Source: an optimization exercise on an open RTL-to-GDS flow (aim: small area, a short achievable clock period and few clock cycles per item). Production flows keep margins and buffers that such runs may drop.
RTL that was checked went through simulation tests only; none was proved equivalent to the original.
The RTL of runs 4 to 9 was laid out without a check of its function.
Power and IR drop assume default switching activity.

==> flow/design.v <==
`default_nettype none
package lru_pkg;
  localparam int KEY_SPACE_DEF  = 64;
  localparam int MAX_FRAMES_DEF = 8;
  localparam int              CFG_W     = 4;
  localparam logic [CFG_W-1:0] CFG_RESET = 4'd4;
endpackage
`default_nettype wire
`default_nettype none
`default_nettype wire
`default_nettype none
module lru_ctrl #(
  parameter  int KEY_SPACE  = lru_pkg::KEY_SPACE_DEF,
  parameter  int MAX_FRAMES = lru_pkg::MAX_FRAMES_DEF,
  localparam int KW         = $clog2(KEY_SPACE),
  localparam int CW         = $clog2(MAX_FRAMES + 1)
) (
  input  wire logic                      clk,
  input  wire logic                      rst_n,
  input  wire logic                      accept,
  input  wire logic [KW-1:0]             in_key,
  input  wire logic [CW-1:0]             lim,
  output logic                           res_hit,
  output logic                           res_evicted,
  output logic [KW-1:0]                  res_evicted_key,
  output logic [CW-1:0]                  occupancy
);
  logic [KW-1:0]         list_r [MAX_FRAMES];
  logic [CW-1:0]         count_r;
  logic [MAX_FRAMES-1:0] vld;
  logic [MAX_FRAMES-1:0] match;
  logic [MAX_FRAMES-1:0] shift;
  logic                  hit;
  logic                  full;
  logic [KW-1:0]         tail_key;
  always_comb begin
    for (int i = 0; i < MAX_FRAMES; i++) begin
      vld[i]   = (count_r > CW'(i));
      match[i] = vld[i] && (list_r[i] == in_key);
    end
  end
  always_comb begin
    shift[0] = 1'b1;
    for (int i = 1; i < MAX_FRAMES; i++) begin
      shift[i] = shift[i-1] & ~match[i-1];
    end
  end
  assign hit  = |match;
  assign full = (count_r >= lim);
  always_comb begin
    tail_key = '0;
    for (int i = 0; i < MAX_FRAMES; i++) begin
      if (count_r == CW'(i + 1)) tail_key = list_r[i];
    end
  end
  always_ff @(posedge clk) begin
    if (accept) begin
      list_r[0] <= in_key;
      for (int i = 1; i < MAX_FRAMES; i++) begin
        if (shift[i]) list_r[i] <= list_r[i-1];
      end
      res_hit         <= hit;
      res_evicted     <= ~hit & full;
      res_evicted_key <= (~hit & full) ? tail_key : '0;
    end
  end
  always_ff @(posedge clk) begin
    if (!rst_n) begin
      count_r <= '0;
    end else if (accept && !hit && !full) begin
      count_r <= CW'(count_r + 1'b1);
    end
  end
  assign occupancy = count_r;
endmodule
`default_nettype wire
`default_nettype none
module lru_page_reference_tracker_unit #(
  parameter  int KEY_SPACE  = lru_pkg::KEY_SPACE_DEF,
  parameter  int MAX_FRAMES = lru_pkg::MAX_FRAMES_DEF,
  localparam int KW         = $clog2(KEY_SPACE),
  localparam int CW         = $clog2(MAX_FRAMES + 1)
) (
  input  wire logic                      clk,
  input  wire logic                      rst_n,
  input  wire logic                      in_valid,
  output logic                           in_ready,
  input  wire logic [KW-1:0]             in_page_key,
  output logic                           out_valid,
  input  wire logic                      out_ready,
  output logic                           out_hit,
  output logic                           out_evicted,
  output logic [KW-1:0]                  out_evicted_key,
  output logic [CW-1:0]                  out_occupancy,
  input  wire logic                      cfg_valid,
  output logic                           cfg_ready,
  input  wire logic [lru_pkg::CFG_W-1:0] cfg_frames_in_use
);
  logic [CW-1:0] lim_r;
  logic [CW-1:0] lim_wr;
  logic          out_valid_r;
  logic          accept;
  always_comb begin
    if (cfg_frames_in_use == '0) begin
      lim_wr = CW'(1);
    end else if (cfg_frames_in_use > lru_pkg::CFG_W'(MAX_FRAMES)) begin
      lim_wr = CW'(MAX_FRAMES);
    end else begin
      lim_wr = CW'(cfg_frames_in_use);
    end
  end
  assign cfg_ready = 1'b1;
  always_ff @(posedge clk) begin
    if (!rst_n) begin
      lim_r <= CW'(lru_pkg::CFG_RESET);
    end else if (cfg_valid) begin
      lim_r <= lim_wr;
    end
  end
  assign in_ready = !out_valid_r || out_ready;
  assign accept   = in_valid && in_ready;
  lru_ctrl #(
    .KEY_SPACE  (KEY_SPACE),
    .MAX_FRAMES (MAX_FRAMES)
  ) u_ctrl (
    .clk             (clk),
    .rst_n           (rst_n),
    .accept          (accept),
    .in_key          (in_page_key),
    .lim             (lim_r),
    .res_hit         (out_hit),
    .res_evicted     (out_evicted),
    .res_evicted_key (out_evicted_key),
    .occupancy       (out_occupancy)
  );
  always_ff @(posedge clk) begin
    if (!rst_n) begin
      out_valid_r <= 1'b0;
    end else if (accept) begin
      out_valid_r <= 1'b1;
    end else if (out_ready) begin
      out_valid_r <= 1'b0;
    end
  end
  assign out_valid = out_valid_r;
endmodule
`default_nettype wire
==> flow/run.sh <==
#!/bin/bash
# synth_recipe.tcl (not shown) runs the flow's synth.tcl, then flattens the netlist and writes it again
# the make line also repeats each setting of config.mk as NAME=value (left out here)
make -C /OpenROAD-flow-scripts/flow DESIGN_CONFIG=/design/flow/config.mk WORK_HOME=/design/flow/orfs CLKGATE_MAP_FILE= SYNTH_SCRIPT=/design/flow/synth_recipe.tcl finish
==> flow/config.mk <==
export PLATFORM = sky130hd
export DESIGN_NAME = lru_page_reference_tracker_unit
export DESIGN_NICKNAME = lru_page_reference_tracker_unit
export VERILOG_FILES = /design/flow/design.v
export SDC_FILE = /design/flow/constraint.sdc
export NUM_CORES = 4
export LEC_CHECK = 0
export ABC_CLOCK_PERIOD_IN_PS = 2500
export CAP_MARGIN = 20
export CORE_MARGIN = 2
export CORE_UTILIZATION = 40
export PLACE_DENSITY = 0.6
export SETUP_SLACK_MARGIN = 3
export SLEW_MARGIN = 20
==> flow/constraint.sdc <==
create_clock -name core_clock -period 5.5 [get_ports {clk}]
set_input_delay 1.1000 -clock core_clock [delete_from_list [all_inputs] [get_ports {clk}]]
set_output_delay 1.1000 -clock core_clock [all_outputs]
set_load 0.01 [all_outputs]
==> results.ini, run 1 <==
[placement]
hpwl_um = 6010
place.gp.congestion = 0.908
io_buffers = 28
place_area_mm2 = 0.00388

[clock_tree]
cts_htree_levels = 3
cts_buffers = 9
cts_buffer_depth = 2
cts_tree = done
clock-sinks = 65
clkLatencyLatePin_ps = 340
cts_root_buf = clkbuf_8
hold_buffers = 0
clkTransAtPathRegs_ps = 70

[routing]
num_vias = 2411
drcViolationCount = 0
wl_um = 8540
firstDrtPassIters = 5
avgViaCountPerCell = 5.47
drtIter0Drc = 145
antenna_left = 0
wl_per_cell_um = 19.4

[global_routing]
grt_start_max_net_pins = 24
grt_pass1_vias = 2466
grt_usage = 0.188
grt.overflow.total = 0
grt_antenna_before_repair = 0
grt_pass1_wl_um = 13500

[synth]
synth_seq_cells = 65
syn_area_per_cell_um2 = 11.7
synth.most_common_cell = edfxtp_1
async_flop_share = 0
ys.flop_type = edfxtp_1
synth_top_family_by_area = simple AND/OR/NAND/NOR gates
yosys.area_share.adder = 0.0288
synth_compound_area_frac = 0.0966
synth.top_cell.area_share = 0.484
synth.cell_area_mm2 = 0.00347
synth_seq_area_share = 0.536
syn-num-nets = 321
ys_warn_count = 3
synth-edff-count = 56
ys_top_cells_by_count = edfxtp_1, xnor2_1, nand2_1, xor2_1, nor2_1
synth_area_leaders = edfxtp_1, xnor2_1, xor2_1, dfxtp_1, ha_1
yosys.area_share.simple = 0.158
syn_inst = 298
yosysTopAreaCell = edfxtp_1
synthMuxAreaShare = 0.0173
yosysUniqueCellTypes = 43
post_synth_xor_area_fraction = 0.121

[power]
power_density_mw_per_mm2 = 280
p_leak_uw = 0.00155
ir_worst_vdd_mv = 0.143

[layout]
nFillCells = 738
area_growth_pct = 23.0
fin_area_mm2 = 0.00427
diodes = 0
nNetsFinal = 354
drive_gt1_frac = 0.199

[hold_path]
hold_path_startpoint = u_ctrl.list_r[0][1]
hold_path_depth = 0
worstHoldEndpoint = u_ctrl.list_r[1][1]
hold_class = reg -> reg

[setup_path]
r2r_start = u_ctrl.count_r[1]
worstPathArrival_ps = 1430
cp.required_ps = 4400
r2r-end = u_ctrl.res_evicted_key[4]
r2r_setup_slack_ps = 3130
end_kind = output port
reg2reg_depth = 9
critPathMaxFanout = 2
cp-start-kind = input port
worstSetupPathType = in -> out

[sta]
worstMarginPinSlew_ps = 884
slew_headroom = 0.410
fin_hold_ws_ps = 512
tns_ps = 0
fmax_mhz = 395
period_share = 0.460
grt_setup_unrepaired = yes
fin_worst_skew_ps = 11.7
fin_crit_ps = 2530
finalMaxSlewViolations = 0
finalHoldViolCount = 0
setup_viol = 0

[die]
core.rowCount = 33
die_h_um = 97.2
pin_count = 30
core_mm2 = 0.00830
die_w_um = 97.2
start_util = 0.418
die_area_mm2 = 0.00944

[run]
max_cap_violations = 0

[status]
status = complete, no violations

area by class of cell:
type / instances / area, µm² / area share
flip-flops and latches: 65 / 1870 / 0.439
multi-input cells: 205 / 1670 / 0.391
repair buffers: 40 / 373 / 0.0873
well taps: 105 / 131 / 0.0308
clock buffers: 9 / 124 / 0.0290
clock inverters: 7 / 61.3 / 0.0144
inverters: 10 / 37.5 / 0.00879
through the flow:
step	utilization	total power [µW]	std cells	setup slack (ps)
3_3_place_gp	0.467	801	413	1830
6_report	0.514	1200	441	2970
4_1_cts	0.498	1190	432	2970
3_5_place_dp	0.467	802	413	1740
2_1_floorplan	-	738	298	2840
5_1_grt	0.514	1240	441	2960
cells in the final DEF, fill, tap and decap left out, drive strengths merged, types with 3 or more instances in the layout:
cell and count:
edfxtp 56, xnor2 25, nand2 23, xor2 23, clkdlybuf4s50 20, buf 19, nor2 17, inv 10
a21oi 10, clkbuf 10, nor4 10, dfxtp 9, nand4 8, and3 8, ha 8, a211oi 7
nand2b 7, nor2b 7, mux2i 6, nand3b 6, o21ai 5, clkinv 5, nor3 5, a21o 3
a311oi 3, a211o 3, a32oi 3, o22a 3
cells by family (layout without fill, tap and decap cells):
| kind of cell | after synthesis | after routing |
|---|---|---|
| multiplexers | 6 | 6 |
| adder cells (fa/ha/maj) | 8 | 8 |
| flip-flops | 65 | 65 |
| AND/OR/NAND/NOR | 96 | 96 |
| other | 1 | 1 |
| AO/OA/AOI/OAI | 46 | 46 |
| buffers and inverters | 28 | 66 |
| XOR/XNOR | 48 | 48 |
where the power goes:
part / internal [µW] / switching (µW) / total, µW / leakage, µW
clock network: 204 / 182 / 386 / 0.0000962
logic: 95.1 / 109 / 204 / 0.000833
registers: 573 / 33.4 / 607 / 0.000622
routing by layer:
layer	share of wire	vias up	GRT usage
met5	0	-	0
met3	0.070	19	0.0367
met4	0.031	0	0.0867
met2	0.48	90	0.303
met1	0.42	1153	0.243
li1	-	1149	-
worst max-delay path by stage:
stage | startpoint | end | cells after the start
floorplan | in_page_key[1] | u_ctrl.list_r[7][0] | 7
global placement | in_page_key[4] | u_ctrl.list_r[7][0] | 6
detailed placement | in_page_key[4] | u_ctrl.list_r[7][0] | 6
CTS | out_ready | in_ready | 3
global route | out_ready | in_ready | 3
finish | out_ready | in_ready | 3
worst max-delay path: stages:
cell and delay (ps):
buf_6 90, nand2b_4 130, buf_6 110
timing repair:
| item | in CTS | in global routing |
|---|---|---|
| pin swaps | 4 | 9 |
| endpoints found under the setup margin | 59 | 30 |
| buffers inserted | 3 | 9 |
| endpoints found under the hold margin | 0 | 0 |
| resized for setup | 58 | 15 |
flip-flops by register name, indices dropped and copies added, names as in the netlist:
register and cells:
u_ctrl.res_hit 1, u_ctrl.res_evicted_key 6, u_ctrl.res_evicted 1, u_ctrl.list_r 48
u_ctrl.count_r 4, lim_r 4, out_valid_r 1
Testbench counts, summed over its fixed seeds: cycles 16,512, items 16,384.
==> run 2: changes to the inputs <==
--- a/flow/config.mk
+++ b/flow/config.mk
@@ -6,9 +6,9 @@
 export NUM_CORES = 4
 export LEC_CHECK = 0
-export ABC_CLOCK_PERIOD_IN_PS = 2500
+export ABC_CLOCK_PERIOD_IN_PS = 1500
 export CAP_MARGIN = 20
 export CORE_MARGIN = 2
 export CORE_UTILIZATION = 40
 export PLACE_DENSITY = 0.6
-export SETUP_SLACK_MARGIN = 3
+export SETUP_SLACK_MARGIN = 4
 export SLEW_MARGIN = 20
==> run 2 against run 1 <==
Critical endpoint unchanged. Largest cell class unchanged. Wire length increased by 4.8%. First-iteration DRC count rose by 18%. Synthesized cell count did not move. Final cell count grew 8.2%. Still clean. Critical path type unchanged.
==> results.ini, run 2 <==
[synth]
yosysTopAreaCell = edfxtp_1
syn_inst = 298
syn-num-nets = 321
ys.flop_type = edfxtp_1
syn_area_per_cell_um2 = 11.7
synth_compound_area_frac = 0.0966
synth.top_cell.area_share = 0.484
yosys.area_share.adder = 0.0288
synth.cell_area_mm2 = 0.00347
synthMuxAreaShare = 0.0173
ys_top_cells_by_count = edfxtp_1, xnor2_1, nand2_1, xor2_1, nor2_1
yosys.area_share.simple = 0.158
synth_top_family_by_area = simple AND/OR/NAND/NOR gates
synth_seq_area_share = 0.536
async_flop_share = 0
synth_area_leaders = edfxtp_1, xnor2_1, xor2_1, dfxtp_1, ha_1
synth.most_common_cell = edfxtp_1
ys_warn_count = 3
synth_seq_cells = 65
synth-edff-count = 56
post_synth_xor_area_fraction = 0.121
yosysUniqueCellTypes = 43

[sta]
fin_crit_ps = 2530
fin_worst_skew_ps = 10.6
fmax_mhz = 395
setup_viol = 0
period_share = 0.460
tns_ps = 0
slew_headroom = 0.403
grt_setup_unrepaired = yes
finalHoldViolCount = 0
worstMarginPinSlew_ps = 893
finalMaxSlewViolations = 0

[layout]
nFillCells = 658
diodes = 0
nNetsFinal = 391
regMostFlops = u_ctrl.list_r
final_common_cell = edfxtp_1
mostFrequentLayoutCells = edfxtp_1, buf_6, buf_4, nand2_1, xnor2_1
drive_gt1_frac = 0.379
biggestRegsByFlops = u_ctrl.list_r: 48 flops, u_ctrl.res_evicted_key: 6 flops
area_growth_pct = 39.9
fin_area_mm2 = 0.00486
largest_register_ffs = 48

[die]
pin_count = 30
start_util = 0.418
core_mm2 = 0.00830
die_w_um = 97.2
die_area_mm2 = 0.00944
core.rowCount = 33
die_h_um = 97.2

[global_routing]
grt_usage = 0.191
grt.overflow.total = 0
grt_start_max_net_pins = 24
grt_pass1_wl_um = 13800
grt_antenna_before_repair = 0
grt_pass1_vias = 2568

[clock_tree]
hold_buffers = 0
cts_buffers = 9
cts_buffer_depth = 2
cts_tree = done
cts_root_buf = clkbuf_8
clock-sinks = 65
clkTransAtPathRegs_ps = 70
clkLatencyLatePin_ps = 350
cts_htree_levels = 3

[setup_path]
cp.required_ps = 4400
r2r_setup_slack_ps = 3090
worstSetupPathType = in -> out
worstPathArrival_ps = 1430
crit_end = in_ready
r2r_start = u_ctrl.count_r[1]
critical_path.startpoint = out_ready
critPathMaxFanout = 2
end_kind = output port
r2r-end = u_ctrl.res_evicted_key[1]
reg2reg_depth = 8
cp-start-kind = input port

[routing]
wl_per_cell_um = 18.8
wl_um = 8950
avgViaCountPerCell = 5.34
firstDrtPassIters = 4
drcViolationCount = 0
antenna_left = 0
drtIter0Drc = 171
num_vias = 2545

[power]
power_uw = 1250
power_density_mw_per_mm2 = 256
ir_worst_vdd_mv = 0.139
p_leak_uw = 0.00185

[status]
status = complete, no violations

[run]
max_cap_violations = 0

[placement]
place.gp.congestion = 0.861
io_buffers = 28
place_area_mm2 = 0.00396
hpwl_um = 6050

[hold_path]
hold_class = reg -> reg

run 2: cell counts after synthesis:
Identical to the previous run, type by type.
run 2: layer usage:
metal | up-vias | share of wire | track usage
li1 | 1218 | - | -
met1 | 1232 | 0.43 | 0.244
met2 | 72 | 0.49 | 0.314
met3 | 23 | 0.045 | 0.0403
met4 | 0 | 0.032 | 0.0802
met5 | - | 0 | 0
run 2: cell families (layout without fill, tap and decap cells):
logic type | after synthesis | count (layout)
fa+ha+maj | 8 | 8
xor+xnor | 48 | 48
mux | 6 | 6
buf+inv | 28 | 102
flops | 65 | 65
simple gates | 96 | 96
other cells | 1 | 1
compound gates | 46 | 46
run 2: metrics by stage:
stage / hold WS, ps / worst slack (ps) / util / instances
after detailed placement: 493 / 1810 / 0.477 / 413
final: 516 / 2970 / 0.585 / 477
after floorplan: 462 / 2840 / - / 298
after global placement: 495 / 1820 / 0.477 / 413
after global routing: 528 / 2960 / 0.585 / 477
after CTS: 517 / 2970 / 0.547 / 461
run 2: critical path: stages:
cell and delay, ps:
buf_6 90, nand2b_4 130, buf_6 110
run 2: layout make-up:
type | count | area [µm²] | area share
clock buffer | 9 | 124 | 0.0255
tap | 105 | 131 | 0.0270
clock inverter | 6 | 60.1 | 0.0124
multi-input combinational | 205 | 1860 | 0.383
sequential | 65 | 1880 | 0.387
inverter | 10 | 41.3 | 0.00850
timing repair buffer | 77 | 762 | 0.157
run 2: repair_timing:
action | CTS | global route
buffers inserted | 33 | 16
gates resized for setup | 152 | 40
pin swaps | 16 | 12
endpoints found under the setup margin | 93 | 85
run 2: worst min-delay path by stage:
stage,endpoint,slack (ps),start,cells after the start
after floorplan,u_ctrl.list_r[3][3],460,u_ctrl.list_r[2][3],0
after global placement,u_ctrl.list_r[1][2],490,u_ctrl.list_r[0][2],0
after detailed placement,u_ctrl.list_r[2][0],490,u_ctrl.list_r[1][0],0
after CTS,u_ctrl.list_r[1][2],520,u_ctrl.list_r[0][2],0
after global routing,u_ctrl.list_r[2][1],530,u_ctrl.list_r[1][1],0
final,u_ctrl.list_r[2][1],520,u_ctrl.list_r[1][1],0
run 2: power by group:
group | switching (µW) | leakage [µW] | internal [µW]
Combinational | 128 | 0.00114 | 128
Sequential | 33.7 | 0.000622 | 573
Clock | 180 | 0.0000909 | 204
Total | 341 | 0.00185 | 905
==> run 3: changes to the inputs <==
--- a/flow/config.mk
+++ b/flow/config.mk
@@ -6,9 +6,7 @@
 export NUM_CORES = 4
 export LEC_CHECK = 0
-export ABC_CLOCK_PERIOD_IN_PS = 1500
 export CAP_MARGIN = 20
 export CORE_MARGIN = 2
 export CORE_UTILIZATION = 40
 export PLACE_DENSITY = 0.6
-export SETUP_SLACK_MARGIN = 4
 export SLEW_MARGIN = 20
==> run 3 against run 2 <==
Still clean. Worst setup slack got worse by 1100 ps. Maximum frequency fell by 31%. Non-clock buffer count fell by 48. Power fell by 1.2%. Critical endpoint is now u_ctrl.list_r[5][4]. Highest routed layer unchanged.
==> results.ini, run 3 <==
[setup_path]
reg2reg_depth = 9
critical_path.startpoint = in_page_key[5]
crit_end = u_ctrl.list_r[5][4]
r2r_setup_slack_ps = 2300
r2r-end = u_ctrl.list_r[7][4]
cp.required_ps = 5560
worstSetupPathType = in -> reg
worstPathArrival_ps = 3720
cp-start-kind = input port
critPathMaxFanout = 9
end_kind = flop
r2r_start = u_ctrl.count_r[1]

[layout]
biggestRegsByFlops = u_ctrl.list_r: 48 flops, u_ctrl.res_evicted_key: 6 flops
drive_gt1_frac = 0.0738
nNetsFinal = 343
regMostFlops = u_ctrl.list_r
area_growth_pct = 15.5
final_common_cell = edfxtp_1
mostFrequentLayoutCells = edfxtp_1, clkdlybuf4s50_1, xnor2_1, nand2_1, xor2_1
diodes = 0
largest_register_ffs = 48

[clock_tree]
cts_tree = done
post_cts_buffers = 0
cts_root_buf = clkbuf_8
cts_htree_levels = 3
cts_resized = 0
clkLatencyLatePin_ps = 360
clock-sinks = 65
cts_buffer_depth = 2
cts_buffers = 9
hold_buffers = 0
clkTransAtPathRegs_ps = 70

[power]
p_leak_uw = 0.00145
power_density_mw_per_mm2 = 307
ir_worst_vdd_mv = 0.197

[routing]
avgViaCountPerCell = 5.46
num_vias = 2348
firstDrtPassIters = 5
drcViolationCount = 0
wl_um = 8030
antenna_left = 0
wl_per_cell_um = 18.7
drtIter0Drc = 215

[synth]
syn_area_per_cell_um2 = 11.7
synth_seq_area_share = 0.536
ys.flop_type = edfxtp_1
yosysTopAreaCell = edfxtp_1
syn-num-nets = 321
syn_inst = 298
ys_top_cells_by_count = edfxtp_1, xnor2_1, nand2_1, xor2_1, nor2_1
yosysUniqueCellTypes = 43
synth-edff-count = 56
ys_warn_count = 3
synth.most_common_cell = edfxtp_1
synth_seq_cells = 65
synth.cell_area_mm2 = 0.00347
synth_area_leaders = edfxtp_1, xnor2_1, xor2_1, dfxtp_1, ha_1
synth.top_cell.area_share = 0.484
async_flop_share = 0

[sta]
finalHoldViolCount = 0
fin_crit_ps = 3660
grt_setup_unrepaired = no
period_share = 0.665
setup_viol = 0
finalMaxSlewViolations = 0
tns_ps = 0
fin_worst_skew_ps = 7.93
slew_headroom = 0.435
fin_ws_ps = 1840
fmax_mhz = 273
worstMarginPinSlew_ps = 839

[die]
die_area_mm2 = 0.00944
start_util = 0.418
die_h_um = 97.2
core_mm2 = 0.00830
core.rowCount = 33
die_w_um = 97.2
pin_count = 30

[placement]
hpwl_um = 5830
place.gp.congestion = 0.876
preCtsSetupSlack_ps = 1500
io_buffers = 28

[global_routing]
grt_pass1_wl_um = 12700
grt_pass1_vias = 2323
grt_start_max_net_pins = 24
grt.overflow.total = 0
grt_antenna_before_repair = 0
grt_usage = 0.179

[hold_path]
hold_class = reg -> reg
hold_path_startpoint = u_ctrl.list_r[0][3]

[status]
status = complete, no violations

[run]
max_cap_violations = 0

-- run 3: per-layer routing --
layer | GRT usage | part of all wire
met1 | 0.238 | 0.43
met2 | 0.277 | 0.48
met3 | 0.0381 | 0.067
met4 | 0.0910 | 0.017
met5 | 0 | 0
-- run 3: how the worst min path moves through the flow --
| stage | to | slack [ps] | cells after the start |
|---|---|---|---|
| 2_1_floorplan | u_ctrl.list_r[3][3] | 460 | 0 |
| 3_3_place_gp | u_ctrl.list_r[1][4] | 480 | 0 |
| 3_5_place_dp | u_ctrl.list_r[1][3] | 480 | 0 |
| 4_1_cts | u_ctrl.list_r[1][3] | 500 | 0 |
| 5_1_grt | u_ctrl.list_r[1][3] | 500 | 0 |
| 6_report | u_ctrl.list_r[1][3] | 490 | 0 |
-- run 3: metrics by stage --
| stage | power [µW] | utilization | area, µm² | hold WS, ps | cells |
|---|---|---|---|---|---|
| floorplan | 726 | - | 3470 | 462 | 298 |
| global placement | 790 | 0.456 | 3790 | 484 | 414 |
| detailed placement | 790 | 0.456 | 3790 | 485 | 414 |
| CTS | 1230 | 0.483 | 4010 | 496 | 430 |
| global route | 1280 | 0.483 | 4010 | 503 | 430 |
| finish | 1230 | 0.483 | 4010 | 493 | 430 |
-- run 3: where the power goes --
| part | switching [µW] | internal (µW) | total [µW] |
|---|---|---|---|
| logic | 95.6 | 80.7 | 176 |
| registers | 31.6 | 573 | 605 |
| clock network | 195 | 255 | 450 |
| total | 322 | 909 | 1230 |
-- run 3: critical path, stage by stage --
cell and delay [ps]:
clkdlybuf4s50_1 870, xnor2_1 200, nand4_1 130, a2111oi_2 600
nor3_1 120, buf_4 210, and2_1 230, nor2b_1 260
-- run 3: logic make-up (layout without fill, tap and decap cells) --
group	after synthesis	in the layout	synth area share
other	1	1	0.00108
xor gates and xnor gates	48	48	0.121
DFF	65	65	0.536
AOI/OAI and AO/OA	46	46	0.0966
and+or+nand+nor	96	96	0.158
adders and majority gates	8	8	0.0288
buffers and inverters	28	55	0.0407
muxes	6	6	0.0173
-- run 3: cell type report --
cell class	instances	area [µm²]
multi-input combinational	205	1480
tap	105	131
clock buffer	9	124
sequential	65	1860
inverter	10	37.5
clock inverter	7	93.8
fill	748	4290
timing repair buffer	29	288
==> run 4: changes to the inputs <==
--- a/flow/design.v
+++ b/flow/design.v
@@ -51,5 +51,5 @@
     tail_key = '0;
     for (int i = 0; i < MAX_FRAMES; i++) begin
-      if (count_r == CW'(i + 1)) tail_key = list_r[i];
+      tail_key = tail_key | ({KW{count_r == CW'(i + 1)}} & list_r[i]);
     end
   end
@@ -62,5 +62,5 @@
       res_hit         <= hit;
       res_evicted     <= ~hit & full;
-      res_evicted_key <= (~hit & full) ? tail_key : '0;
+      res_evicted_key <= {KW{~hit & full}} & tail_key;
     end
   end
--- a/flow/config.mk
+++ b/flow/config.mk
@@ -10,3 +10,4 @@
 export CORE_UTILIZATION = 40
 export PLACE_DENSITY = 0.6
+export SETUP_SLACK_MARGIN = 3
 export SLEW_MARGIN = 20
==> run 4 against run 3 <==
Still clean on timing, DRC and antenna. Final cell count is 3.7% lower. Non-clock buffer count rose by 13. Wire length grew 7.2%. Critical path depth decreased by 5. Sequential share of layout area is 1.9 points lower. Power is 3.1% lower. Hold slack improved by 19 ps. Utilization increased by 3.2 points. First-iteration DRC count is 5.6% higher. Register-to-register slack improved by 790 ps. Final area increased by 5.0%. Clock-buffer cell count did not move. Critical endpoint is now in_ready. Highest routed layer unchanged.
==> results.ini, run 4 <==
[synth]
synth_area_leaders = edfxtp_1, xnor2_1, dfxtp_1, xor2_1, ha_1
synth_seq_cells = 65
synth.top_cell.area_share = 0.499
syn_inst = 269
synth-edff-count = 56
syn-num-nets = 292
syn_area_per_cell_um2 = 12.5
ys_warn_count = 3
synth.most_common_cell = edfxtp_1
async_flop_share = 0
yosysTopAreaCell = edfxtp_1
synth.cell_area_mm2 = 0.00337
ys_top_cells_by_count = edfxtp_1, xnor2_1, xor2_1
synth_seq_area_share = 0.553
ys.flop_type = edfxtp_1
yosysUniqueCellTypes = 50

[routing]
avgViaCountPerCell = 5.75
wl_per_cell_um = 20.8
num_vias = 2381
wl_met1_um = 3790
wl_met3_um = 585
wl_met2_um = 4090
firstDrtPassIters = 8
drtIter0Drc = 227
wl_um = 8610
antenna_left = 0
dr.max_layer_used = met4
drcViolationCount = 0

[placement]
place_area_mm2 = 0.00381
place.gp.congestion = 0.864
preCtsSetupSlack_ps = 1630
hpwl_um = 5850
io_buffers = 28

[layout]
regMostFlops = u_ctrl.list_r
final_common_cell = edfxtp_1
drive_gt1_frac = 0.249
mostFrequentLayoutCells = edfxtp_1, xnor2_1, clkdlybuf4s50_1, xor2_1, nand2_1
largest_register_ffs = 48
fin_area_mm2 = 0.00421
nFillCells = 738
biggestRegsByFlops = u_ctrl.list_r: 48 flops, u_ctrl.res_evicted_key: 6 flops
diodes = 0
area_growth_pct = 25.0
nNetsFinal = 328
multi_input_area_mm2 = 0.00156
regArea_mm2 = 0.00187

[hold_path]
hold_class = reg -> reg
hold_path_depth = 0
worstHoldEndpoint = u_ctrl.list_r[5][4]
hold_path_startpoint = u_ctrl.list_r[4][4]

[setup_path]
worstPathArrival_ps = 1430
critPathMaxFanout = 2
worst_path_max_delay_cell = nand2b_4
cp_top_family = buffers and inverters
r2r-end = u_ctrl.res_evicted_key[1]
cpMostUsedCell = buf_6
r2r_setup_slack_ps = 3090
cpPeakStageDelay_ps = 130
cp_cell_sequence = buf_6, nand2b_4, buf_6
worst-path-buf-inv = 2
end_kind = output port
cp.required_ps = 4400
r2r_start = u_ctrl.count_r[1]
worstSetupPathType = in -> out
cp-start-kind = input port
reg2reg_depth = 8

[global_routing]
grt_start_max_net_pins = 16
grt.overflow.total = 0
grt_antenna_before_repair = 0
grt_usage = 0.204
grt_pass1_vias = 2330
grt_pass1_wl_um = 13300

[sta]
setup_viol = 0
finalMaxSlewViolations = 0
fin_crit_ps = 2530
tns_ps = 0
period_share = 0.461
worstMarginPinSlew_ps = 857
fin_worst_skew_ps = 13.9
grt_setup_unrepaired = yes
finalHoldViolCount = 0
fin_ws_ps = 2970
fmax_mhz = 395
slew_headroom = 0.424

[die]
die_w_um = 95.8
start_util = 0.412
core.rowCount = 33
pin_count = 30
die_h_um = 95.8
die_area_mm2 = 0.00917
core_mm2 = 0.00818

[clock_tree]
cts_htree_levels = 3
clkLatencyLatePin_ps = 340
cts_buffers = 9
clock-sinks = 65
clkTransAtPathRegs_ps = 70
cts_root_buf = clkbuf_8
hold_buffers = 0
cts_tree = done
cts_buffer_depth = 2

[power]
p_leak_uw = 0.00145
power_density_mw_per_mm2 = 283
power_uw = 1190
ir_worst_vdd_mv = 0.180

[run]
max_cap_violations = 0

[status]
status = complete, no violations

run 4: where the power goes:
| group | internal (µW) | switching, µW | total [µW] |
|---|---|---|---|
| Clock | 208 | 191 | 399 |
| Combinational | 90.0 | 96.1 | 186 |
| Sequential | 574 | 34.0 | 608 |
| Total | 872 | 321 | 1190 |
run 4: cell families (layout without fill, tap and decap cells):
| family | Yosys count | count (layout) | synth area share |
|---|---|---|---|
| flops | 65 | 65 | 0.553 |
| xor+xnor | 48 | 48 | 0.125 |
| compound gates | 42 | 42 | 0.105 |
| simple gates | 68 | 68 | 0.118 |
| other cells | 1 | 1 | 0.00111 |
| fa+ha+maj | 8 | 8 | 0.0297 |
| buf+inv | 29 | 69 | 0.0446 |
| mux | 8 | 8 | 0.0238 |
run 4: what timing repair did:
item                       in CTS  in global routing
setup endpoints to repair      59                 37
buffers inserted               10                  3
pin swaps                       9                  4
hold endpoints to repair        0                  0
resized for setup              69                  3
run 4: stage by stage:
step,instances,hold slack (ps),util
2_1_floorplan,269,470,-
3_3_place_gp,385,479,0.465
3_5_place_dp,386,487,0.466
4_1_cts,411,505,0.510
5_1_grt,414,530,0.515
6_report,414,513,0.515
run 4: cell type report:
cell class | count | share of cell area
tap | 105 | 0.0312
sequential | 65 | 0.445
multi-input combinational | 175 | 0.371
timing repair buffer | 42 | 0.0963
clock buffer | 9 | 0.0294
clock inverter | 6 | 0.0160
inverter | 12 | 0.0107
run 4: worst max path at each step:
| stage | to | slack [ps] | start | cells past startpoint |
|---|---|---|---|---|
| floorplan | u_ctrl.res_evicted_key[3] | 2720 | in_page_key[2] | 8 |
| global placement | u_ctrl.res_evicted_key[4] | 1670 | in_page_key[4] | 7 |
| detailed placement | u_ctrl.res_evicted_key[2] | 1630 | in_page_key[2] | 7 |
| CTS | in_ready | 2970 | out_ready | 3 |
| global route | u_ctrl.res_evicted_key[1] | 2960 | in_page_key[5] | 7 |
| finish | in_ready | 2970 | out_ready | 3 |
run 4: routing by layer:
metal	vias to the layer above	GRT usage
met5	-	0
met4	0	0.0679
met3	14	0.0392
met2	108	0.313
met1	1187	0.291
li1	1072	-
==> run 5: changes to the inputs <==
--- a/flow/config.mk
+++ b/flow/config.mk
@@ -9,4 +9,5 @@
 export CORE_MARGIN = 2
 export CORE_UTILIZATION = 40
+export CTS_BUF_LIST = sky130_fd_sc_hd__clkbuf_4 sky130_fd_sc_hd__clkbuf_8
 export PLACE_DENSITY = 0.6
 export SETUP_SLACK_MARGIN = 3
==> run 5 against run 4 <==
Critical endpoint unchanged. Critical path type unchanged. Still clean on timing, DRC and antenna. Worst setup slack unchanged. Final area unchanged. Non-clock buffer count unchanged. Largest power group unchanged.
==> results.ini, run 5 <==
[synth]
ys.flop_type = edfxtp_1
syn-num-nets = 292
synth_top_family_by_area = XOR/XNOR gates
synth-edff-count = 56
synth.cell_area_mm2 = 0.00337
synth_seq_cells = 65
syn_inst = 269
synth.top_cell.area_share = 0.499
ys_warn_count = 3
yosysUniqueCellTypes = 50
syn_area_per_cell_um2 = 12.5
post_synth_xor_area_fraction = 0.125
yosysTopAreaCell = edfxtp_1
yosys.area_share.adder = 0.0297
synth_area_leaders = edfxtp_1, xnor2_1, dfxtp_1, xor2_1, ha_1
async_flop_share = 0
synth_compound_area_frac = 0.105
synthMuxAreaShare = 0.0238
ys_top_cells_by_count = edfxtp_1, xnor2_1, xor2_1
synth_seq_area_share = 0.553
yosys.area_share.simple = 0.118
synth.most_common_cell = edfxtp_1

[setup_path]
critPathMaxFanout = 2
cp.required_ps = 4400
cp-start-kind = input port
worstPathArrival_ps = 1430
reg2reg_depth = 8
end_kind = output port
worstSetupPathType = in -> out

[die]
start_util = 0.412
pin_count = 30
core_mm2 = 0.00818
die_w_um = 95.8
die_area_mm2 = 0.00917
die_h_um = 95.8
core.rowCount = 33

[routing]
avgViaCountPerCell = 5.75
firstDrtPassIters = 8
num_vias = 2381
wl_um = 8610
wl_per_cell_um = 20.8
antenna_left = 0
drtIter0Drc = 227
drcViolationCount = 0

[sta]
finalMaxSlewViolations = 0
fmax_mhz = 395
fin_crit_ps = 2530
worstMarginPinSlew_ps = 857
period_share = 0.461
fin_hold_ws_ps = 513
grt_setup_unrepaired = yes
slew_headroom = 0.424
finalHoldViolCount = 0
fin_worst_skew_ps = 13.9
setup_viol = 0
tns_ps = 0

[clock_tree]
clkTransAtPathRegs_ps = 70
cts_buffers = 9
clock-sinks = 65
cts_buffer_depth = 2
cts_root_buf = clkbuf_8
clkLatencyLatePin_ps = 340
cts_tree = done
hold_buffers = 0
cts_htree_levels = 3

[layout]
largest_register_ffs = 48
drive_gt1_frac = 0.249
nNetsFinal = 328
area_growth_pct = 25.0
mostFrequentLayoutCells = edfxtp_1, xnor2_1, clkdlybuf4s50_1, xor2_1, nand2_1
final_common_cell = edfxtp_1
regMostFlops = u_ctrl.list_r
diodes = 0
biggestRegsByFlops = u_ctrl.list_r: 48 flops, u_ctrl.res_evicted_key: 6 flops

[placement]
hpwl_um = 5850
io_buffers = 28
place.gp.congestion = 0.864

[power]
switchingPower_uw = 321
power_density_mw_per_mm2 = 283
p_seq_frac = 0.510
p_comb_frac = 0.156
clockPowerShare = 0.334
switching_share = 0.269
internal_power_uw = 872
p_leak_uw = 0.00145
ir_worst_vdd_mv = 0.180

[global_routing]
grt_start_max_net_pins = 16
grt.overflow.total = 0
grt_usage = 0.204
grt_pass1_vias = 2330
grt_antenna_before_repair = 0
grt_pass1_wl_um = 13300

[run]
max_cap_violations = 0

[hold_path]
hold_class = reg -> reg
hold_path_depth = 0

[status]
status = complete, no violations

==> run 5: area by class of cell <==
| type | instances | area, µm² |
|---|---|---|
| well taps | 105 | 131 |
| inverters | 12 | 45.0 |
| multi-input cells | 175 | 1560 |
| flip-flops and latches | 65 | 1870 |
| fillers | 738 | 3970 |
| clock buffers | 9 | 124 |
| clock inverters | 6 | 67.6 |
| repair buffers | 42 | 405 |
==> run 5: worst paths after layout <==
| path | from | end | slack, ps |
|---|---|---|---|
| setup reg to reg | u_ctrl.count_r[1] | u_ctrl.res_evicted_key[1] | 3090 |
| hold / removal | u_ctrl.list_r[4][4] | u_ctrl.list_r[5][4] | 510 |
| hold reg to reg | u_ctrl.list_r[4][4] | u_ctrl.list_r[5][4] | 510 |
| setup / recovery | out_ready | in_ready | 2970 |
==> run 5: through the flow <==
step	utilization	power, µW	cells	area [µm²]	worst slack, ps
floorplan	-	727	269	3550	2720
global placement	0.465	780	385	3800	1670
detailed placement	0.466	781	386	3810	1630
CTS	0.510	1200	411	4170	2970
global route	0.515	1240	414	4210	2960
finish	0.515	1190	414	4210	2970
==> run 5: critical path, cell delays in order <==
cell	delay, ps
buf_6	90
nand2b_4	130
buf_6	110
==> run 5: cells by family (layout without fill, tap and decap cells) <==
kind of cell | count (synthesis) | count (layout)
simple gates | 68 | 68
flops | 65 | 65
xor+xnor | 48 | 48
compound gates | 42 | 42
buf+inv | 29 | 69
fa+ha+maj | 8 | 8
mux | 8 | 8
other cells | 1 | 1
==> run 5: power by group through the flow <==
stage | combinational (µW) | sequential [µW] | clock (µW)
2_1_floorplan | 118 | 609 | 0
3_3_place_gp | 163 | 617 | 0
3_5_place_dp | 163 | 618 | 0
4_1_cts | 181 | 607 | 408
5_1_grt | 200 | 612 | 427
6_report | 186 | 608 | 399
==> run 5: what timing repair did <==
action	CTS	global route
setup buffers	10	3
resized for setup	69	3
setup endpoints to repair	59	37
pin swaps	9	4
==> run 5: metal layers <==
metal / GRT usage / part of all wire
met1: 0.291 / 0.44
met2: 0.313 / 0.48
met3: 0.0392 / 0.068
met4: 0.0679 / 0.016
met5: 0 / 0
==> run 6: changes to the inputs <==
==> flow/flow/run.sh (new file) <==
#!/bin/bash
# The standard layout, with the port buffers that ORFS inserts before global
# placement made from a plain buffer cell (timing repair still resizes them).
set -euo pipefail
export BUFFER_PORTS_ARGS="-buffer_cell sky130_fd_sc_hd__buf_2"
bash standard.sh > standard_flow.log 2>&1
==> flow/standard.sh (new file) <==
#!/bin/bash
# synth_recipe.tcl (not shown) runs the flow's synth.tcl, then flattens the netlist and writes it again
# the make line also repeats each setting of config.mk as NAME=value (left out here)
make -C /OpenROAD-flow-scripts/flow DESIGN_CONFIG=/design/flow/config.mk WORK_HOME=/design/flow/orfs CLKGATE_MAP_FILE= SYNTH_SCRIPT=/design/flow/synth_recipe.tcl "${@:-finish}"
--- a/flow/config.mk
+++ b/flow/config.mk
@@ -9,5 +9,4 @@
 export CORE_MARGIN = 2
 export CORE_UTILIZATION = 40
-export CTS_BUF_LIST = sky130_fd_sc_hd__clkbuf_4 sky130_fd_sc_hd__clkbuf_8
 export PLACE_DENSITY = 0.6
 export SETUP_SLACK_MARGIN = 3
removed: flow/run.sh
==> run 6 against run 5 <==
Clock power is about 10% higher. Final cell count down 0.24%. Synthesized cell count is the same. Sequential power hardly changed. Die area is the same. Global-route usage fell by 1.4 points. Combinational power is essentially flat. Still clean. Clock-buffer cell count grew 2. Flip-flop and latch count stayed put. Sequential share of layout area is 0.41 points lower. Non-clock buffer count fell by 2.
==> results.ini, run 6 <==
[status]
status = complete, no violations

[die]
core.rowCount = 33
start_util = 0.412
core_mm2 = 0.00818
die_area_mm2 = 0.00917
die_h_um = 95.8
die_w_um = 95.8
pin_count = 30

[routing]
antenna_left = 0
num_vias = 2283
firstDrtPassIters = 5
avgViaCountPerCell = 5.53
wl_per_cell_um = 19.8
drtIter0Drc = 218
wl_um = 8160
drcViolationCount = 0

[power]
ir_worst_vdd_mv = 0.186
power_density_mw_per_mm2 = 292
p_leak_uw = 0.00150

[sta]
grt_setup_unrepaired = yes
finalMaxSlewViolations = 0
tns_ps = 0
finalHoldViolCount = 0
fin_crit_ps = 2540
setup_viol = 0
fin_worst_skew_ps = 7.57
slew_headroom = 0.290
fmax_mhz = 394
worstMarginPinSlew_ps = 1060
fin_hold_ws_ps = 505
period_share = 0.462

[setup_path]
crit_end = in_ready
worstPathArrival_ps = 1440
r2r_setup_slack_ps = 3090
cp_cell_sequence = buf_6, nand2b_4, buf_6
critical_path.startpoint = out_ready
r2r-end = u_ctrl.res_evicted_key[1]
critPathMaxFanout = 3
cp.required_ps = 4400
cpPeakStageDelay_ps = 140
worst_path_max_delay_cell = nand2b_4
worstSetupPathType = in -> out
end_kind = output port
cp-start-kind = input port
cpMostUsedCell = buf_6
r2r_start = u_ctrl.count_r[1]
reg2reg_depth = 8

[synth]
syn-num-nets = 292
syn_inst = 269
synth.most_common_cell = edfxtp_1
async_flop_share = 0
synth_seq_area_share = 0.553
syn_area_per_cell_um2 = 12.5
yosysTopAreaCell = edfxtp_1
ys.flop_type = edfxtp_1
ys_top_cells_by_count = edfxtp_1, xnor2_1, xor2_1
synth.top_cell.area_share = 0.499
ys_warn_count = 3
synth-edff-count = 56
yosysUniqueCellTypes = 50
synth.cell_area_mm2 = 0.00337
synth_seq_cells = 65
synth_area_leaders = edfxtp_1, xnor2_1, dfxtp_1, xor2_1, ha_1

[global_routing]
grt_pass1_vias = 2198
grt_antenna_before_repair = 0
grt.overflow.total = 0
global_route.peak_usage_layer = met2
met1_usage = 0.264
grt_start_max_net_pins = 26
grt_usage = 0.189
grtUsageMet2 = 0.289
grt_pass1_wl_um = 12300
grt_util_met3 = 0.0352

[layout]
largest_register_ffs = 48
nNetsFinal = 326
final_common_cell = edfxtp_1
regMostFlops = u_ctrl.list_r
diodes = 0
drive_gt1_frac = 0.328
biggestRegsByFlops = u_ctrl.list_r: 48 flops, u_ctrl.res_evicted_key: 6 flops
nFillCells = 708
area_growth_pct = 25.5
mostFrequentLayoutCells = edfxtp_1, xnor2_1, buf_2, nand2_1

[clock_tree]
clkTransAtPathRegs_ps = 70
clkLatencyLatePin_ps = 350
hold_buffers = 0
cts_root_buf = clkbuf_8
cts_buffer_depth = 2
clock-sinks = 65
cts_tree = done
cts_buffers = 9
cts_htree_levels = 3

[placement]
hpwl_um = 5900
io_buffers = 28
place.gp.congestion = 0.899

[run]
max_cap_violations = 0

[hold_path]
hold_class = reg -> reg

## run 6: area by class of cell
type / instances / area, µm² / area share
multi-input cells: 175 / 1630 / 0.387
flip-flops and latches: 65 / 1860 / 0.441
clock inverters: 5 / 80.1 / 0.0189
inverters: 12 / 45.0 / 0.0107
repair buffers: 40 / 340 / 0.0805
clock buffers: 11 / 131 / 0.0311
well taps: 105 / 131 / 0.0311
## run 6: cell families after synthesis
group | Yosys count | synth area share
AND/OR/NAND/NOR | 68 | 0.118
AO/OA/AOI/OAI | 42 | 0.105
flip-flops | 65 | 0.553
other | 1 | 0.00111
multiplexers | 8 | 0.0238
buffers and inverters | 29 | 0.0446
XOR/XNOR | 48 | 0.125
adder cells (fa/ha/maj) | 8 | 0.0297
## run 6: worst min-delay path by stage
stage	endpoint	slack, ps	cells after the start	startpoint
floorplan	u_ctrl.list_r[5][4]	470	0	u_ctrl.list_r[4][4]
global placement	u_ctrl.list_r[3][0]	480	0	u_ctrl.list_r[2][0]
detailed placement	u_ctrl.list_r[3][2]	490	0	u_ctrl.list_r[2][2]
CTS	u_ctrl.list_r[3][0]	510	0	u_ctrl.list_r[2][0]
global route	u_ctrl.list_r[3][0]	530	0	u_ctrl.list_r[2][0]
finish	u_ctrl.list_r[3][1]	510	0	u_ctrl.list_r[2][1]
## run 6: power by group
group	internal (µW)	switching (µW)
logic	87.1	95.8
clock network	255	184
registers	575	35.5
## run 6: metrics by stage
step           cells  setup WS [ps]  cell area [µm²]  utilization  power, µW
2_1_floorplan    269           2720             3550            -        727
3_3_place_gp     386           2260             3670        0.449        768
3_5_place_dp     386           2240             3670        0.449        769
4_1_cts          405           2960             4060        0.496       1220
5_1_grt          413           2940             4230        0.517       1270
6_report         413           2960             4230        0.517       1230
## run 6: layer usage
metal	vias up	routed length (µm)
met3	16	417
met4	0	223
met1	1123	3650
met5	-	0
li1	1061	-
met2	83	3870
## run 6: repair_timing
action	in CTS	in global routing
gates resized for setup	32	13
setup endpoints to repair	38	31
setup buffers	3	6
pin swaps	9	7
gates cloned	0	2
## run 6: worst max-delay path: cells and delay by family
kind | cells | cell delay [ps]
buffers and inverters | 2 | 210
and+or+nand+nor | 1 | 140
==> run 7: changes to the inputs <==
--- a/flow/design.v
+++ b/flow/design.v
@@ -18,6 +18,6 @@
   input  wire logic                      clk,
   input  wire logic                      rst_n,
-  input  wire logic                      accept,
-  input  wire logic [KW-1:0]             in_key,
+  input  wire logic                      step,
+  input  wire logic [KW-1:0]             key,
   input  wire logic [CW-1:0]             lim,
   output logic                           res_hit,
@@ -37,5 +37,5 @@
     for (int i = 0; i < MAX_FRAMES; i++) begin
       vld[i]   = (count_r > CW'(i));
-      match[i] = vld[i] && (list_r[i] == in_key);
+      match[i] = vld[i] && (list_r[i] == key);
     end
   end
@@ -51,10 +51,10 @@
     tail_key = '0;
     for (int i = 0; i < MAX_FRAMES; i++) begin
-      tail_key = tail_key | ({KW{count_r == CW'(i + 1)}} & list_r[i]);
+      if (count_r == CW'(i + 1)) tail_key = list_r[i];
     end
   end
   always_ff @(posedge clk) begin
-    if (accept) begin
-      list_r[0] <= in_key;
+    if (step) begin
+      list_r[0] <= key;
       for (int i = 1; i < MAX_FRAMES; i++) begin
         if (shift[i]) list_r[i] <= list_r[i-1];
@@ -62,5 +62,5 @@
       res_hit         <= hit;
       res_evicted     <= ~hit & full;
-      res_evicted_key <= {KW{~hit & full}} & tail_key;
+      res_evicted_key <= (~hit & full) ? tail_key : '0;
     end
   end
@@ -68,5 +68,5 @@
     if (!rst_n) begin
       count_r <= '0;
-    end else if (accept && !hit && !full) begin
+    end else if (step && !hit && !full) begin
       count_r <= CW'(count_r + 1'b1);
     end
@@ -101,4 +101,7 @@
   logic          out_valid_r;
   logic          accept;
+  logic          step;
+  logic          q0_v, q1_v;
+  logic [KW-1:0] q0_key, q1_key;
   always_comb begin
     if (cfg_frames_in_use == '0) begin
@@ -118,6 +121,26 @@
     end
   end
-  assign in_ready = !out_valid_r || out_ready;
-  assign accept   = in_valid && in_ready;
+  assign in_ready = !q1_v;
+  assign accept   = in_valid && !q1_v;
+  assign step     = q0_v && (!out_valid_r || out_ready);
+  always_ff @(posedge clk) begin
+    if (!rst_n) begin
+      q0_v <= 1'b0;
+      q1_v <= 1'b0;
+    end else begin
+      if (!q0_v || step) begin
+        q0_v <= q1_v || accept;
+      end
+      q1_v <= q0_v && !step && (q1_v || accept);
+    end
+  end
+  always_ff @(posedge clk) begin
+    if (!q0_v || step) begin
+      q0_key <= q1_v ? q1_key : in_page_key;
+    end
+    if (!q1_v) begin
+      q1_key <= in_page_key;
+    end
+  end
   lru_ctrl #(
     .KEY_SPACE  (KEY_SPACE),
@@ -126,6 +149,6 @@
     .clk             (clk),
     .rst_n           (rst_n),
-    .accept          (accept),
-    .in_key          (in_page_key),
+    .step            (step),
+    .key             (q0_key),
     .lim             (lim_r),
     .res_hit         (out_hit),
@@ -137,5 +160,5 @@
     if (!rst_n) begin
       out_valid_r <= 1'b0;
-    end else if (accept) begin
+    end else if (step) begin
       out_valid_r <= 1'b1;
     end else if (out_ready) begin
==> flow/run.sh (new file) <==
#!/bin/bash
# synth_recipe.tcl (not shown) runs the flow's synth.tcl, then flattens the netlist and writes it again
# the make line also repeats each setting of config.mk as NAME=value (left out here)
make -C /OpenROAD-flow-scripts/flow DESIGN_CONFIG=/design/flow/config.mk WORK_HOME=/design/flow/orfs CLKGATE_MAP_FILE= SYNTH_SCRIPT=/design/flow/synth_recipe.tcl finish
--- a/flow/config.mk
+++ b/flow/config.mk
@@ -6,4 +6,5 @@
 export NUM_CORES = 4
 export LEC_CHECK = 0
+export ABC_CLOCK_PERIOD_IN_PS = 2500
 export CAP_MARGIN = 20
 export CORE_MARGIN = 2
removed: flow/flow/run.sh
removed: flow/standard.sh
==> run 7 against run 6 <==
First-iteration DRC count down 0.46%. Wire length increased by 8.8%. Clock skew grew 8.5 ps. Final area increased by 13%. Area after synthesis up 17%. Sequential share of layout area rose by 2.3 points. Register-to-register slack lost 20 ps. Hold slack got worse by 26 ps. Via count up 15%. Combinational power is 12% lower.
==> results.ini, run 7 <==
[setup_path]
r2r_setup_slack_ps = 3070
worst_path_max_delay_cell = a2111oi_1
r2r-end = u_ctrl.list_r[6][4]
r2r_start = q0_key[2]
cp.required_ps = 5600
cpPeakStageDelay_ps = 580
worstSetupPathType = reg -> reg
cp-start-kind = flop
worstPathArrival_ps = 2540
crit_end = u_ctrl.list_r[6][4]
reg2reg_depth = 5
cp_cell_sequence = xor2_1, a2111oi_1, nand4_1, and3_4, and2b_2
critical_path.startpoint = q0_key[2]
end_kind = flop
critPathMaxFanout = 7

[synth]
syn-num-nets = 356
synth-edff-count = 62
synth.top_cell.area_share = 0.472
syn_area_per_cell_um2 = 11.9
synth_area_leaders = edfxtp_1, dfxtp_1, xnor2_1, xor2_1, nand2_1
synth_seq_cells = 79
synth.cell_area_mm2 = 0.00395
ys_warn_count = 3
async_flop_share = 0
synth.most_common_cell = edfxtp_1
ys.flop_type = edfxtp_1
syn_inst = 333
yosysUniqueCellTypes = 58
yosysTopAreaCell = edfxtp_1
ys_top_cells_by_count = edfxtp_1, nand2_1, xnor2_1
synth_seq_area_share = 0.558

[sta]
fin_crit_ps = 2430
finalHoldViolCount = 0
finalMaxSlewViolations = 0
slew_headroom = 0.448
setup_viol = 0
fin_worst_skew_ps = 16.1
period_share = 0.443
fin_ws_ps = 3070
fmax_mhz = 411
tns_ps = 0
grt_setup_unrepaired = no
worstMarginPinSlew_ps = 828

[routing]
antenna_left = 0
drtIter0Drc = 217
drcViolationCount = 0
avgViaCountPerCell = 5.08
wl_um = 8880
num_vias = 2630
wl_per_cell_um = 17.1
firstDrtPassIters = 4

[clock_tree]
cts_buffer_depth = 2
cts_root_buf = clkbuf_8
cts_tree = done
clkLatencyLatePin_ps = 360
clkTransAtPathRegs_ps = 90
hold_buffers = 0
cts_htree_levels = 3
clock-sinks = 79
cts_buffers = 9

[global_routing]
grt_antenna_before_repair = 0
grt_usage = 0.174
grt_start_max_net_pins = 26
grt_pass1_vias = 2511
grt_pass1_wl_um = 13500
grt.overflow.total = 0

[run]
max_cap_violations = 0

[die]
die_h_um = 103
die_area_mm2 = 0.0107
die_w_um = 103
start_util = 0.408
pin_count = 30
core.rowCount = 36
core_mm2 = 0.00968

[layout]
diodes = 0
finish.utilization = 0.493
drive_gt1_frac = 0.234
final_common_cell = edfxtp_1
nNetsFinal = 403
largest_register_ffs = 48
regMostFlops = u_ctrl.list_r
area_growth_pct = 21.0
mostFrequentLayoutCells = edfxtp_1, nand2_1, buf_4, clkdlybuf4s50_1, xnor2_1

[hold_path]
hold_class = reg -> reg
hold_path_depth = 1

[placement]
preCtsSetupSlack_ps = 2310
hpwl_um = 6030
place.gp.congestion = 0.834
io_buffers = 28

[power]
p_leak_uw = 0.00170
power_density_mw_per_mm2 = 264
ir_worst_vdd_mv = 0.162
power_uw = 1260

[status]
status = complete, no violations

run 7: changes by cell type in the layout (fill, tap and decap cells not counted), sizes merged, moves of 7 or more:
cell | previous run | this run
clkdlybuf4s50 | 0 | 27
nand2 | 15 | 31
a21oi | 6 | 20
nor2 | 11 | 23
dfxtp | 9 | 17
nand3 | 2 | 10
a211oi | 1 | 8
buf | 38 | 31
run 7: layout make-up:
class,instances,area [µm²]
fillers,873,4910
flip-flops and latches,79,2220
multi-input cells,222,1650
repair buffers,59,532
well taps,133,166
clock buffers,9,124
clock inverters,7,55.1
inverters,9,33.8
run 7: metal layers:
metal	track usage	wire [µm]	up-vias
li1	-	-	1280
met1	0.228	3910	1245
met2	0.286	4300	89
met3	0.0336	497	16
met4	0.0638	172	0
met5	0	0	-
run 7: critical path: cells and delay by family (launching register included):
| kind | cells | cell delay (ps) |
|---|---|---|
| compound gates | 1 | 580 |
| xor+xnor | 1 | 200 |
| flops | 1 | 550 |
| simple gates | 3 | 860 |
run 7: cell families after synthesis:
logic type	Yosys count	synth area share
other	1	0.000950
DFF	79	0.558
and+or+nand+nor	101	0.131
xor gates and xnor gates	48	0.110
buffers and inverters	32	0.0498
muxes	11	0.0298
adders and majority gates	8	0.0254
AOI/OAI and AO/OA	53	0.0948
run 7: worst min path at each step:
stage,from,end,slack [ps]
global placement,q1_key[4],q1_key[4],460
global route,q1_key[2],q1_key[2],500
CTS,q1_key[2],q1_key[2],490
finish,q1_key[2],q1_key[2],480
floorplan,q1_key[0],q1_key[0],450
detailed placement,q1_key[2],q1_key[2],470
run 7: repair_timing:
item	CTS	global route
pin swaps	2	3
endpoints found under the setup margin	47	32
resized for setup	18	10
buffers inserted	9	22
run 7: power breakdown:
| part | switching, µW | leakage (µW) | internal (µW) |
|---|---|---|---|
| combinational | 79.0 | 0.000874 | 81.6 |
| clock | 232 | 0.0000923 | 170 |
| sequential | 27.4 | 0.000732 | 673 |
run 7: metrics by stage:
step | cells | hold slack (ps) | cell area (µm²)
2_1_floorplan | 333 | 446 | 3960
3_3_place_gp | 471 | 459 | 4250
3_5_place_dp | 471 | 466 | 4250
4_1_cts | 496 | 487 | 4540
5_1_grt | 518 | 502 | 4780
6_report | 518 | 479 | 4780
==> run 8: changes to the inputs <==
--- a/flow/config.mk
+++ b/flow/config.mk
@@ -6,9 +6,9 @@
 export NUM_CORES = 4
 export LEC_CHECK = 0
-export ABC_CLOCK_PERIOD_IN_PS = 2500
+export ABC_CLOCK_PERIOD_IN_PS = 1500
 export CAP_MARGIN = 20
 export CORE_MARGIN = 2
 export CORE_UTILIZATION = 40
 export PLACE_DENSITY = 0.6
-export SETUP_SLACK_MARGIN = 3
+export SETUP_SLACK_MARGIN = 4
 export SLEW_MARGIN = 20
==> run 8 against run 7 <==
Register-to-register slack improved by 300 ps. Maximum frequency increased by 14%. Critical path depth increased by 3. Critical endpoint is now u_ctrl.res_evicted_key[2]. Highest routed layer unchanged.
==> results.ini, run 8 <==
[clock_tree]
cts_tree = done
cts_buffers = 9
cts_root_buf = clkbuf_8
cts_htree_levels = 3
clock-sinks = 79
cts_buffer_depth = 2
clkTransAtPathRegs_ps = 100
clkLatencyLatePin_ps = 370

[synth]
synth_seq_area_share = 0.558
async_flop_share = 0
ys.flop_type = edfxtp_1
synth_area_leaders = edfxtp_1, dfxtp_1, xnor2_1, xor2_1, nand2_1
synth.most_common_cell = edfxtp_1
yosysTopAreaCell = edfxtp_1
yosysUniqueCellTypes = 58
ys_top_cells_by_count = edfxtp_1, nand2_1, xnor2_1
synth.top_cell.area_share = 0.472
syn_area_per_cell_um2 = 11.9
ys_warn_count = 3
synth_seq_cells = 79
syn_inst = 333
synth-edff-count = 62
syn-num-nets = 356
synth.cell_area_mm2 = 0.00395

[sta]
period_share = 0.388
finalMaxSlewViolations = 0
fin_worst_skew_ps = 11.2
setup_viol = 0
tns_ps = 0
fin_crit_ps = 2130
finalHoldViolCount = 0
grt_setup_unrepaired = yes
fmax_mhz = 469
fin_hold_ws_ps = 476
fin_ws_ps = 3370

[power]
power_density_mw_per_mm2 = 249
ir_worst_vdd_mv = 0.158
p_leak_uw = 0.00200

[setup_path]
worstSetupPathType = reg -> reg
worst_path_max_delay_cell = or3_4
cpPeakStageDelay_ps = 470
r2r_setup_slack_ps = 3370
end_kind = flop
critPathMaxFanout = 8
cp.required_ps = 5740
worst-path-buf-inv = 2
cp_top_family = simple AND/OR/NAND/NOR gates
worstPathArrival_ps = 2370
cp-start-kind = flop
cp_cell_sequence = buf_12, xnor2_4, nand4_1, a2111oi_4, buf_4, or2_4, or3_4, a21oi_2

[run]
max_cap_violations = 0

[layout]
nNetsFinal = 426
largest_register_ffs = 48
final_common_cell = edfxtp_1
area_growth_pct = 37.1
regMostFlops = u_ctrl.list_r
nFillCells = 793
mostFrequentLayoutCells = edfxtp_1, buf_4, nand2_1, buf_6, xnor2_1
diodes = 0
drive_gt1_frac = 0.419

[placement]
io_buffers = 28
preCtsSetupSlack_ps = 2400
place.gp.congestion = 0.863
hpwl_um = 6170

[routing]
drtIter0Drc = 164
antenna_left = 0
num_vias = 2819
avgViaCountPerCell = 5.21
wl_per_cell_um = 17.8
drcViolationCount = 0
firstDrtPassIters = 4
wl_um = 9660

[global_routing]
grt.overflow.total = 0
grt_pass1_vias = 2731
grt_pass1_wl_um = 14900
grt_start_max_net_pins = 26
grt_antenna_before_repair = 0
grt_usage = 0.193

[die]
core_mm2 = 0.00968
die_h_um = 103
pin_count = 30
start_util = 0.408
die_area_mm2 = 0.0107
core.rowCount = 36
die_w_um = 103

[status]
status = complete, no violations

[hold_path]
hold_class = reg -> reg

## run 8: changes by cell type in the layout (fill, tap and decap cells not counted), sizes merged
cell | before | now
clkdlybuf4s50 | 27 | 1
buf | 31 | 68
dlygate4sd2 | 0 | 11
inv | 13 | 15
clkbuf | 9 | 11
clkinv | 2 | 0
dlymetal6s2s | 1 | 0
## run 8: worst paths after layout
kind                                 from                   endpoint  cells past startpoint
worst max-delay path            q0_key[1]  u_ctrl.res_evicted_key[2]                      8
worst min-delay path            q1_key[3]                  q1_key[3]                      1
worst max register to register  q0_key[1]  u_ctrl.res_evicted_key[2]                      8
worst min register to register  q1_key[3]                  q1_key[3]                      1
## run 8: kinds of logic after synthesis
group | share of synthesized area
flops | 0.558
fa+ha+maj | 0.0254
xor+xnor | 0.110
simple gates | 0.131
mux | 0.0298
compound gates | 0.0948
buf+inv | 0.0498
other cells | 0.000950
## run 8: area by class of cell
| type | instances | area (µm²) | share of cell area |
|---|---|---|---|
| multi-input cells | 222 | 1980 | 0.366 |
| well taps | 133 | 166 | 0.0308 |
| repair buffers | 82 | 805 | 0.149 |
| clock inverters | 7 | 68.8 | 0.0127 |
| inverters | 9 | 45.0 | 0.00833 |
| flip-flops and latches | 79 | 2220 | 0.411 |
| clock buffers | 9 | 124 | 0.0229 |
## run 8: where the power goes
group | internal (µW) | switching (µW)
Sequential | 672 | 26.3
Combinational | 110 | 102
Clock | 180 | 255
## run 8: per-layer routing
layer	GRT usage	routed length, µm	vias up
met5	0	0	-
met4	0.0729	219	0
met3	0.0484	560	16
met2	0.324	4970	99
met1	0.241	3910	1372
li1	-	-	1332
## run 8: repair_timing
item	CTS	global route
setup buffers	44	9
gates cloned	1	0
resized for setup	143	24
setup endpoints to repair	101	84
pin swaps	25	10
hold buffers	0	0
## run 8: stage by stage
step,power (µW),instance area (µm²),instances,util
floorplan,816,4090,333,-
global placement,854,4340,471,0.448
detailed placement,857,4340,471,0.448
CTS,1330,5240,532,0.541
global route,1400,5410,541,0.559
finish,1350,5410,541,0.559
## run 8: worst register-to-register path: cells and delay by family, from the launching register on
family,cells,cell delay (ps)
compound gates,2,200
simple gates,3,890
flops,1,430
xor+xnor,1,130
buf+inv,2,340
==> run 9: changes to the inputs <==
--- a/flow/config.mk
+++ b/flow/config.mk
@@ -6,9 +6,11 @@
 export NUM_CORES = 4
 export LEC_CHECK = 0
-export ABC_CLOCK_PERIOD_IN_PS = 1500
+export ABC_CLOCK_PERIOD_IN_PS = 2000
 export CAP_MARGIN = 20
 export CORE_MARGIN = 2
-export CORE_UTILIZATION = 40
-export PLACE_DENSITY = 0.6
-export SETUP_SLACK_MARGIN = 4
+export CORE_UTILIZATION = 65
+export CTS_CLUSTER_DIAMETER = 300
+export CTS_CLUSTER_SIZE = 100
+export PLACE_DENSITY = 0.75
+export SETUP_SLACK_MARGIN = 3.5
 export SLEW_MARGIN = 20
==> run 9 against run 8 <==
Still clean on timing, DRC and antenna. Utilization grew 32 points. Sequential power is essentially flat. Synthesized cell count is the same. Final area shrank 4.9%. Die area shrank 37%. Via count grew 12%. Sequential share of layout area grew 2.1 points. Clock power grew 9.2%. Highest routed layer unchanged.
==> results.ini, run 9 <==
[sta]
finalHoldViolCount = 0
fin_crit_ps = 2330
finalMaxSlewViolations = 0
setup_viol = 0
tns_ps = 0
worstMarginPinSlew_ps = 611
grt_setup_unrepaired = yes
period_share = 0.424
fin_worst_skew_ps = 11.7
fmax_mhz = 428
fin_hold_ws_ps = 487
slew_headroom = 0.592

[layout]
regMostFlops = u_ctrl.list_r
nFillCells = 249
instances_no_fill = 477
final_common_cell = edfxtp_1
largest_register_ffs = 48
mostFrequentLayoutCells = edfxtp_1, nand2_1, buf_4, buf_6, xnor2_1
diodes = 0
drive_gt1_frac = 0.388
finish.utilization = 0.874
area_growth_pct = 30.4
nNetsFinal = 420

[synth]
yosysUniqueCellTypes = 58
synth_top_family_by_area = simple AND/OR/NAND/NOR gates
syn_inst = 333
async_flop_share = 0
synth.cell_area_mm2 = 0.00395
yosys.area_share.simple = 0.131
post_synth_xor_area_fraction = 0.110
ys.flop_type = edfxtp_1
ys_warn_count = 3
synth_seq_cells = 79
synth.top_cell.area_share = 0.472
synth_area_leaders = edfxtp_1, dfxtp_1, xnor2_1, xor2_1, nand2_1
ys_top_cells_by_count = edfxtp_1, nand2_1, xnor2_1
synthMuxAreaShare = 0.0298
syn_area_per_cell_um2 = 11.9
syn-num-nets = 356
yosysTopAreaCell = edfxtp_1
synth-edff-count = 62
yosys.area_share.adder = 0.0254
synth.most_common_cell = edfxtp_1
synth_compound_area_frac = 0.0948
synth_seq_area_share = 0.558

[global_routing]
grt_antenna_before_repair = 0
grt_usage = 0.348
grt.overflow.total = 0
grt_start_max_net_pins = 26
grt_pass1_vias = 2990
grt_pass1_wl_um = 16500

[power]
p_leak_uw = 0.00190
power_uw = 1390
power_density_mw_per_mm2 = 270
ir_worst_vdd_mv = 0.259

[routing]
num_vias = 3145
wl_um = 12400
wl_per_cell_um = 26.0
drtIter0Drc = 432
avgViaCountPerCell = 6.59
firstDrtPassIters = 7
antenna_left = 0
drcViolationCount = 0

[die]
die_w_um = 81.9
die_area_mm2 = 0.00671
start_util = 0.671
die_h_um = 81.9
core.rowCount = 28
core_mm2 = 0.00589
pin_count = 30

[clock_tree]
cts_htree_levels = 3
cts_root_buf = clkbuf_8
hold_buffers = 0
clkLatencyLatePin_ps = 370
cts_tree = done
clkTransAtPathRegs_ps = 100
clock-sinks = 79
cts_buffer_depth = 2
cts_buffers = 9

[setup_path]
r2r-end = u_ctrl.list_r[6][0]
worstPathArrival_ps = 2450
reg2reg_depth = 9
critPathMaxFanout = 6
worstSetupPathType = reg -> reg
r2r_setup_slack_ps = 3170
critical_path.startpoint = q0_key[4]
cp.required_ps = 5620
cp-start-kind = flop
r2r_start = q0_key[4]
end_kind = flop

[run]
max_cap_violations = 0

[hold_path]
hold_path_startpoint = q1_key[1]
hold_class = reg -> reg
hold_path_depth = 1
worstHoldEndpoint = q1_key[1]

[placement]
dp.cells = 413
io_buffers = 28
place.gp.congestion = 0.873
hpwl_um = 5990

[status]
status = complete, no violations

-- run 9: cell type report --
cell class              count  area (µm²)  area share
clock buffers               9         124      0.0241
clock inverters             7        87.6      0.0170
inverters                   9        38.8     0.00754
multi-input cells         222        1870       0.363
flip-flops and latches     79        2220       0.432
well taps                  75        93.8      0.0182
repair buffers             76         713       0.139
-- run 9: cells by family after synthesis --
logic type / after synthesis
other: 1
flip-flops: 79
AND/OR/NAND/NOR: 101
AO/OA/AOI/OAI: 53
adder cells (fa/ha/maj): 8
XOR/XNOR: 48
buffers and inverters: 32
multiplexers: 11
-- run 9: worst max-delay path, stage by stage, from the launching register on --
cell	delay [ps]
edfxtp_1	390
buf_6	150
buf_6	120
xnor2_1	190
nand4_1	270
nor4_4	320
nor3_4	90
buf_6	140
and3_4	180
and2b_2	250
-- run 9: worst max path at each step --
stage / to / slack (ps)
floorplan: u_ctrl.list_r[6][0] / 3140
CTS: u_ctrl.list_r[6][0] / 3380
finish: u_ctrl.list_r[6][0] / 3170
global placement: u_ctrl.list_r[7][0] / 2470
detailed placement: u_ctrl.list_r[6][0] / 2420
global route: u_ctrl.list_r[6][0] / 3130
-- run 9: per-layer routing --
metal  routed length, µm  up-vias  GRT usage
met5                   0        -          0
met4                 823        0      0.180
met3                1210       78     0.0593
met2                6200      257      0.591
met1                4160     1499      0.428
li1                    -     1311          -
-- run 9: per-stage QoR --
step	area [µm²]	worst slack [ps]
2_1_floorplan	4050	3140
3_3_place_gp	4250	2470
5_1_grt	5150	3130
3_5_place_dp	4250	2420
6_report	5150	3170
4_1_cts	5020	3380
-- run 9: where the power goes --
part	internal [µW]	switching (µW)	leakage (µW)	total, µW
Sequential	672	27.9	0.000733	700
Combinational	101	114	0.00106	215
Clock	220	255	0.000108	475
Total	994	397	0.00190	1390
-- run 9: timing repair --
| action | CTS | global route |
|---|---|---|
| buffers inserted | 45 | 3 |
| pin swaps | 23 | 11 |
| endpoints found under the setup margin | 82 | 63 |
| resized for setup | 109 | 23 |
| cloned | 0 | 0 |

==> port drivers added, routing unchanged <==
No port has a modelled driver above. Below, the same layouts with a new extraction and two added sets of constraints.
Step 1 sets driving cells, clkbuf_16 on the clock port and buf_2 on the other inputs (assumed; they add their load-dependent delay and slew).
Step 2 times the ports against the registers' clock, not the clock port: input delays grow and output delays shrink by t, the midpoint of the rising clock arrivals with the driver on.
Three values: ideal ports, drivers, drivers and shift; two values: the first two.
run	t, ns	setup slack, ns
run 1	0.373	2.968 / 2.938 / 2.698
run 2	0.376	2.968 / 2.938 / 2.659
run 3	0.392	1.841 / 1.850 / 1.458
run 4	0.367	2.966 / 2.935 / 2.644
run 5	0.367	2.966 / 2.935 / 2.644
run 6	0.377	2.961 / 2.928 / 2.580
run 7	0.378	3.066 / 3.046 / 2.706
run 8	0.398	3.368 / 3.368 / 3.067
run 9	0.396	3.166 / 3.166 / 2.934
After both steps setup and hold are still met in every run listed.
